What follows belongs to an exercise in optimizing a design on an open flow for small area and a short achievable clock period; a production flow would make more cautious choices. RTL that was checked went through simulation tests only; none was proved equivalent to the original.

==> flow/design.v <==
package uart_pkg;
  localparam int unsigned PARITY_NONE = 0;
  localparam int unsigned PARITY_ODD  = 1;
  localparam int unsigned PARITY_EVEN = 2;
  typedef enum logic [2:0] {
    IDLE,
    START,
    DATA,
    PARITY,
    STOP
  } tx_state_t;
  function automatic integer calc_ticks(input integer clk_hz, input integer baud);
    calc_ticks = clk_hz / baud;
  endfunction
  function automatic logic cfg_legal(input integer data_bits, input integer parity_mode,
                                     input integer stop_bits, input integer fifo_depth,
                                     input integer ticks);
    cfg_legal = (data_bits >= 5) && (data_bits <= 9) &&
           (parity_mode <= PARITY_EVEN) &&
           ((stop_bits == 1) || (stop_bits == 2)) &&
           (fifo_depth >= 2) && ((fifo_depth & (fifo_depth - 1)) == 0) &&
           (ticks >= 2);
  endfunction
endpackage
module uart_sync_fifo #(
  parameter int unsigned WIDTH = 8,
  parameter int unsigned N     = 257,   
  parameter int unsigned G     = 4
) (
  input  logic             clk,
  input  logic [N-1:0]     we,      
  input  logic [WIDTH-1:0] wd,      
  input  logic [WIDTH-1:0] wd_n,    
  input  logic             clean,   
  output logic [WIDTH-1:0] tap      
);
  logic [WIDTH*N-1:0] q;
  always_ff @(posedge clk)
    q[WIDTH-1:0] <= we[0] ? wd : (q[WIDTH*N-1 -: WIDTH] & {WIDTH{~clean}});
  for (genvar p = 1; p < N; p++) begin : g_pos
    if (p % G != 0) begin : g_hop
      always_ff @(posedge clk) q[WIDTH*p +: WIDTH] <= q[WIDTH*(p-1) +: WIDTH];
    end else if ((p / G) % 2 == 1) begin : g_wr0
      always_ff @(posedge clk)
        q[WIDTH*p +: WIDTH] <= ~(({WIDTH{we[p]}} & wd) | q[WIDTH*(p-1) +: WIDTH]);
    end else begin : g_wr1
      always_ff @(posedge clk)
        q[WIDTH*p +: WIDTH] <= ~(({WIDTH{~we[p]}} | wd_n) & q[WIDTH*(p-1) +: WIDTH]);
    end
  end
  assign tap = q[WIDTH*N-1 -: WIDTH];
endmodule
module uart_tx_cfg #(
  parameter int unsigned CLK_FREQ    = 50_000_000,
  parameter int unsigned BAUD_RATE   = 115200,
  parameter int unsigned DATA_BITS   = 8,
  parameter int unsigned PARITY_MODE = 0,
  parameter int unsigned STOP_BITS   = 1,
  parameter int unsigned FIFO_DEPTH  = 256
) (
  input  logic                          CLK,
  input  logic                          RST,
  input  logic                          i_valid,
  input  logic [DATA_BITS-1:0]          i_data,
  output logic                          o_ready,
  output logic                          o_tx,
  output logic                          o_busy,
  output logic [$clog2(FIFO_DEPTH):0]   o_level
);
  localparam int unsigned TICKS = uart_pkg::calc_ticks(CLK_FREQ, BAUD_RATE);
  localparam int unsigned TW    = $clog2(TICKS);
  localparam int unsigned LW    = $clog2(FIFO_DEPTH) + 1;
  localparam int unsigned N     = FIFO_DEPTH + 1;
  localparam int unsigned PW    = $clog2(N);
  localparam int unsigned G     = 4;
  localparam int unsigned GW    = $clog2(G);
  if (!(DATA_BITS == 8 && PARITY_MODE == uart_pkg::PARITY_NONE && STOP_BITS == 1 &&
        FIFO_DEPTH == 256 && uart_pkg::cfg_legal(DATA_BITS, PARITY_MODE, STOP_BITS,
                                                 FIFO_DEPTH, TICKS))) begin : g_cfg_err
    $error("uart_tx_cfg: only DATA_BITS 8, PARITY_MODE 0, STOP_BITS 1, FIFO_DEPTH 256 are supported");
  end
  localparam logic [1:0] S_IDLE = 2'd0, S_START = 2'd1, S_DATA = 2'd2, S_STOP = 2'd3;
  logic [1:0]           state_q, state_d;
  logic [TW-1:0]        tick_q, tick_d;
  logic [2:0]           c_q, c_d;
  logic                 nb_q, nb_d, nx_q, nx_d, nxv_q, nxv_d;
  logic                 txn_q, tx_d, busy_q, busy_d;    
  logic                 te_q, kz_q;          
  logic [LW-1:0]        lvo_q;               
  logic [LW-1:0]        level_q, level_d;
  logic [G-1:0]         pend_q, pend_d;
  logic [DATA_BITS-1:0] dly_q [G-1];
  logic [DATA_BITS-1:0] wd_q, wd_n_q, wd_d;
  logic                 wr, wr_q, full_q;
  logic [PW-1:0]        k_q, k_d;    
  logic [PW-1:0]        m_q, m_d;    
  logic                 push, pop, nonempty, tick_end, want, fetch, cap, clean;
  logic                 sweep_q;
  logic [N-1:0]         we;
  logic [DATA_BITS-1:0] tap;
  function automatic logic [PW-1:0] inc_pw(input logic [PW-1:0] v);
    logic c;
    c = 1'b1;
    for (int i = 0; i < PW; i++) begin
      inc_pw[i] = v[i] ^ c;
      c         = c & v[i];
    end
  endfunction
  assign nonempty = (level_q != '0);
  assign push     = i_valid && !level_q[LW-1];
  assign tick_end = te_q;
  assign wr      = wr_q;
  always_comb begin
    logic older;
    pend_d[0] = push;
    for (int j = 1; j < G; j++) begin
      older = 1'b0;
      for (int i = j; i < G; i++) older = older | pend_q[i];
      pend_d[j] = pend_q[j-1] && !(wr && !older);
    end
    wd_d = i_data;
    for (int j = 1; j < G; j++) if (pend_d[j]) wd_d = dly_q[j-1];
  end
  assign want  = ((state_q == S_START) || ((state_q == S_DATA) && (c_q != '0))) && !nxv_q;
  assign fetch = want && kz_q;                   
  assign cap   = fetch && (c_q == 3'd7);         
  assign clean = sweep_q || cap;
  always_comb begin
    k_d = cap ? k_q : (k_q[PW-1] ? '0 : inc_pw(k_q));    
    m_d = wr ? m_q : (m_q[PW-1] ? '0 : inc_pw(m_q));
    for (int p = 0; p < N; p++) we[p] = (p % G == 0) && wr && (m_q[PW-1:GW] == (PW-GW)'(p / G));
  end
  uart_sync_fifo #(.WIDTH(DATA_BITS), .N(N), .G(G)) u_fifo (
    .clk   (CLK),
    .we    (we),
    .wd    (wd_q),
    .wd_n  (wd_n_q),
    .clean (clean),
    .tap   (tap)
  );
  always_comb begin
    state_d = state_q;
    tick_d  = tick_q;
    c_d     = c_q;
    nb_d    = nb_q;
    nx_d    = fetch ? tap[c_q] : nx_q;
    nxv_d   = nxv_q || fetch;
    tx_d    = 1'b1;
    busy_d  = 1'b1;
    pop     = 1'b0;
    if (state_q != S_IDLE) tick_d = tick_end ? '0 : tick_q + TW'(1);
    case (state_q)
      S_IDLE: begin
        busy_d = 1'b0;
        if (nonempty) begin
          pop     = 1'b1;
          state_d = S_START;
          tick_d  = '0;
        end
      end
      S_START: begin
        tx_d = 1'b0;
        if (tick_end) begin
          state_d = S_DATA;
          nb_d    = nx_q;
          nxv_d   = 1'b0;
          c_d     = 3'd1;
        end
      end
      S_DATA: begin
        tx_d = nb_q;
        if (tick_end) begin
          if (c_q == '0) begin
            state_d = S_STOP;
          end else begin
            nb_d  = nx_q;
            nxv_d = 1'b0;
            c_d   = c_q + 3'd1;
          end
        end
      end
      default: begin
        if (tick_end) begin
          if (nonempty) begin
            pop     = 1'b1;
            state_d = S_START;
          end else begin
            state_d = S_IDLE;
          end
        end
      end
    endcase
  end
  always_comb begin
    logic [LW-1:0] up, dn;
    logic          c, b;
    c = 1'b1;
    b = 1'b1;
    for (int i = 0; i < LW; i++) begin
      up[i] = level_q[i] ^ c;
      dn[i] = level_q[i] ^ b;
      c     = c & level_q[i];
      b     = b & !level_q[i];
    end
    if (push) level_d = pop ? level_q : up;
    else      level_d = pop ? dn : level_q;
  end
  always_ff @(posedge CLK or negedge RST) begin
    if (!RST) begin
      state_q <= S_IDLE;
      c_q     <= '0;
      nxv_q   <= 1'b0;
      txn_q   <= 1'b0;
      lvo_q   <= '0;
      kz_q    <= 1'b1;
      busy_q  <= 1'b0;
      level_q <= '0;
      pend_q  <= '0;
      k_q     <= '0;
      m_q     <= '0;
      sweep_q <= 1'b1;
      tick_q  <= '0;
      te_q    <= 1'b0;
      wr_q    <= 1'b0;
      full_q  <= 1'b0;
    end else begin
      state_q <= state_d;
      c_q     <= c_d;
      nxv_q   <= nxv_d;
      txn_q   <= !tx_d;
      lvo_q   <= level_d;
      kz_q    <= cap || k_q[PW-1];
      busy_q  <= busy_d;
      level_q <= level_d;
      pend_q  <= pend_d;
      k_q     <= k_d;
      m_q     <= m_d;
      sweep_q <= sweep_q && !k_q[PW-1];
      tick_q  <= tick_d;
      te_q    <= (state_q != S_IDLE) && (tick_q == TW'(TICKS - 2));
      wr_q    <= (m_d[GW-1:0] == '0) && (pend_d != '0);
      if (push && !pop)      full_q <= (level_q == LW'(FIFO_DEPTH - 1));
      else if (pop && !push) full_q <= 1'b0;
    end
  end
  always_ff @(posedge CLK) begin
    nb_q    <= nb_d;
    nx_q    <= nx_d;
    dly_q[0] <= i_data;
    for (int j = 1; j < G - 1; j++) dly_q[j] <= dly_q[j-1];
    wd_q     <= wd_d;
    wd_n_q   <= ~wd_d;
  end
  assign o_tx    = !txn_q;
  assign o_busy  = busy_q;
  assign o_ready = !full_q;
  assign o_level = lvo_q;
endmodule
clock: 4.5 ns
lec_check: 0
cap_margin: 20
core_margin: 2
core_utilization: 65
cts_cluster_diameter: 80
cts_cluster_size: 30
setup_slack_margin: 2.7
slew_margin: 20
run.sh (not shown) runs the stock make flow with config.mk's settings and CLKGATE_MAP_FILE= SYNTH_SCRIPT=/design/flow/synth_recipe.tcl, a recipe that flattens the netlist after the stock synthesis.
Then changed:
--- a/flow/design.v
+++ b/flow/design.v
@@ -239,8 +239,7 @@
       tick_q  <= tick_d;
       te_q    <= (state_q != S_IDLE) && (tick_q == TW'(TICKS - 2));
       wr_q    <= (m_d[GW-1:0] == '0) && (pend_d != '0);
-      if (push && !pop)      full_q <= (level_q == LW'(FIFO_DEPTH - 1));
-      else if (pop && !push) full_q <= 1'b0;
+      full_q  <= (level_d == LW'(FIFO_DEPTH));
     end
   end
   always_ff @(posedge CLK) begin
Synthesized area stays flat.
Wire length barely changes.
Setup slack is worse by 0.41 ns.
Global-route usage rises by 0.33 points.
Final area rises by 0.37%.
Via count is about the same.
Die area stays flat.
Final cell count rises by 0.88%.
The RTL of the second run of this note was laid out without a check of its function.

==> what the ideal ports hide <==
Ports are ideal in the flow. The routed layouts listed here were re-timed in OpenROAD. Step 1 (the two cells are an assumption about what drives the block):
set clk [get_ports {CLK}]
set_driving_cell -lib_cell sky130_fd_sc_hd__clkbuf_16 $clk
set_driving_cell -lib_cell sky130_fd_sc_hd__buf_2 [delete_from_list [all_inputs] $clk]
Step 2 adds t to the input delays and takes it off the output delays; t is the mean of the earliest and latest rising clock arrival at the registers after step 1. Input paths then give back, and output paths get back, about the clock's delay inside the block. Slacks: ideal / step 1 / step 2; pairs: ideal / step 1.
run | t (ns) | setup WS [ns] | latest minus earliest clock arrival (ns)
the first run | 0.712 | 2.387 / 2.319 / 1.801 | 0.027 / 0.027
the second run | 0.728 | 1.977 / 1.977 / 1.442 | 0.035 / 0.035
After both steps setup and hold are still met in every run listed. For the first run, which loses most, drivers alone change the setup slack by -0.068 ns; drivers and shift together by -0.586 ns.
